This is an optimization exercise on Yosys and OpenROAD, whose aim is a short achievable clock period and few clock cycles, not a production implementation. Only simulation tests tie the RTL to the original design; equivalence was not proved. No activity file was given, so power comes from the tool's default toggle rates.

==> flow/design.v (excerpt) <==
module cpu_top (
    input  logic                   clk,
    input  logic                   rst,
    output logic [8-1:0] mem_addr,
    output logic [16-1:0] mem_wdata,
    output logic                   mem_we,
    output logic                   mem_req_valid,
    input  logic                   mem_req_ready,
    input  logic [16-1:0] mem_rdata,      
    output logic                   halted
);
For scale: ~9000 cells after synthesis, ~2100 flip-flops, about 120000 sq um of cells after synthesis.
Settings: LEC_CHECK=0, ABC_CLOCK_PERIOD_IN_PS=2500, CAP_MARGIN=20, CORE_MARGIN=2, CORE_UTILIZATION=45, SETUP_SLACK_MARGIN=5, SLEW_MARGIN=20, TNS_END_PERCENT=20; clock period 10.0 ns.
standard.sh (not shown) runs the stock make flow with config.mk's settings and CLKGATE_MAP_FILE= SYNTH_SCRIPT=/design/flow/synth_recipe.tcl, a recipe that flattens the netlist after the stock synthesis.
==> flow/flow/run.sh <==
#!/bin/bash
# Standard layout, with timing repair aiming well below the design's period,
# sizing free to change a cell's footprint, and port buffers that can drive
set -euo pipefail
bash standard.sh finish SETUP_SLACK_MARGIN=${MARGIN:-7.5} MATCH_CELL_FOOTPRINT=0 \
    "BUFFER_PORTS_ARGS=-buffer_cell sky130_fd_sc_hd__buf_4" > standard.log 2>&1
Testbench counts at the start, summed over its fixed seeds: cycles 34,617.
Then changed:
--- a/flow/design.v
+++ b/flow/design.v
@@ -93,19 +93,18 @@
     logic [16-1:0] sdata;       
     logic [8-1:0] pc;          
     logic [8-1:0] pc1;         
     logic                   ir_valid;    
     logic [16-1:0] ir_word;
     logic [8-1:0] ir_nxt;      
     logic [8-1:0] ir_alt;      
     logic                   ir_pred;     
     logic                   ir_mem;      
-    logic [3:0]             ir_d_st;     
     logic                   ld_wait;     
     logic                   halt_r;
     logic [8-1:0] fpc;         
     logic [3:0]             ex_op;
     logic [3:0]             ex_d;        
     logic [7:0]             ex_imm;
     logic                   ex_valid;
     logic [16-1:0] opa;
     logic [16-1:0] opb;
@@ -258,20 +257,20 @@
     always_ff @(posedge clk) begin
         if (load_done) begin
             wb_data <= mem_rdata;
             wb_zero <= (mem_rdata == '0);
             wb_addr <= req_addr;
         end
     end
     assign rf_ra1  = ir_word[7:4];
     assign rf_ra2  = ir_word[3:0];
-    assign rf_ra3  = ir_d_st;
-    assign st_data = (fw && ex_d == ir_d_st) ? fw_data : rf_rd3;
+    assign rf_ra3  = w_d;
+    assign st_data = (fw && ex_d == w_d) ? fw_data : rf_rd3;
     assign dc_rd_addr = ir_word[7:0];
     assign dc_wr_en   = wb_valid | (issue & is_sw);
     assign dc_wr_addr = wb_valid ? wb_addr : ir_word[7:0];
     assign dc_wr_data = wb_valid ? wb_data : st_data;
     assign pf_dist = fpc - pc;
     assign pf_in   = (pf_dist != '0) && (pf_dist <= PF_AHEAD);
     assign pf_out  = (pf_dist == '0) || pf_dist[8-1];
     always_comb begin
         for (int z = 0; z < 2; z++) begin
@@ -397,62 +396,45 @@
     logic [1:0] take_b;
     logic       sel_a;
     logic       sel_b;
     assign take_a[1] = !ir_mem & pred_ok[1] & ic_a_hit;
     assign take_a[0] = !ir_mem & pred_ok[0] & ic_a_hit;
     assign take_b[1] = !ir_mem & !pred_ok[1] & ic_b_hit;
     assign take_b[0] = !ir_mem & !pred_ok[0] & ic_b_hit;
     assign sel_a     = d_zero ? take_a[1] : take_a[0];
     assign sel_b     = d_zero ? take_b[1] : take_b[0];
-    always_ff @(posedge clk or negedge rst) begin
-        if (!rst) begin
-            ir_word <= '0;
-            ir_nxt  <= '0;
-            ir_alt  <= '0;
-            ir_pred <= 1'b0;
-            ir_mem  <= 1'b0;
-        end else if (issue) begin
+    always_ff @(posedge clk) begin
+        if (issue) begin
             ir_word <= (sel_a | sel_b) ? (sel_a ? ic_a_word : ic_b_word) : mem_rdata;
             ir_nxt  <= sel_a ? ic_a_nxt  : ic_b_nxt;
             ir_alt  <= sel_a ? ic_a_alt  : ic_b_alt;
             ir_pred <= sel_a ? ic_a_pred : ic_b_pred;
             ir_mem  <= !(sel_a | sel_b);
         end else if (!ir_valid) begin
             ir_word <= ic_d_hit ? ic_d_word : mem_rdata;
             ir_nxt  <= ic_d_nxt;
             ir_alt  <= ic_d_alt;
             ir_pred <= ic_d_pred;
             ir_mem  <= !ic_d_hit;
         end
     end
     always_ff @(posedge clk) begin
-        if (issue)
-            ir_d_st <= (sel_a | sel_b) ? (sel_a ? ic_a_word[11:8] : ic_b_word[11:8]) : mem_rdata[11:8];
-        else if (!ir_valid)
-            ir_d_st <= ic_d_hit ? ic_d_word[11:8] : mem_rdata[11:8];
-    end
-    always_ff @(posedge clk) begin
         ex_op  <= w_op;
         ex_imm <= ir_word[7:0];
         opa    <= (fw && ex_d == ir_word[7:4]) ? fw_data : rf_rd1;
         if (is_ld)
             opb <= dc_rd_data;
         else
             opb <= (fw && ex_d == ir_word[3:0]) ? fw_data : rf_rd2;
     end
-    always_ff @(posedge clk or negedge rst) begin
-        if (!rst) begin
-            ex_d  <= '0;
-            sdata <= '0;
-        end else begin
-            if (issue) ex_d <= w_d;
-            if (port_free) sdata <= mo_data;
-        end
+    always_ff @(posedge clk) begin
+        if (issue) ex_d <= w_d;
+        if (port_free) sdata <= mo_data;
     end
 endmodule
 `default_nettype wire
 `timescale 1ns/1ps
 `default_nettype none
 module cpu_fetch_unit #(
     parameter int IDX_W = 5
 ) (
     input  logic                   clk,
The changed run passed the timing, DRC and antenna checks; final area falls by a few percent; wire length falls slightly; synthesized cell count rises by a few percent; total power falls by well over a third; setup slack improves by 0.16 ns.
Testbench counts after the change, summed over its fixed seeds: cycles 34,617.

-- re-timing with driven ports --
How much do the figures lean on ideal ports? The routed layouts below were timed once more, with nothing changed but the port constraints. Step 1 assumes that a clkbuf_16 drives the clock port and a buf_2 every other input. Step 2, shift: input delay + t, output delay - t, t = (earliest + latest rising clock arrival at the registers) / 2. This alone moves slack from input paths to output paths. Three values: ideal ports, drivers, drivers and shift; two values: the first two.
run | t, ns | setup slack, ns | hold slack, ns | worst setup path at the end | worst register clock-pin slew, ns
the first run | 1.062 | 5.848 / 5.848 / 5.848 | 0.455 / 0.455 / 0.455 | register to register | 0.07 / 0.07
the second run | 1.029 | 6.012 / 6.012 / 5.793 | 0.456 / 0.456 / 0.456 | input to register | 0.07 / 0.07
After both steps setup and hold are still met in every run listed. For the second run, which loses most, drivers alone change the setup slack by 0.000 ns; drivers and shift together by -0.219 ns.
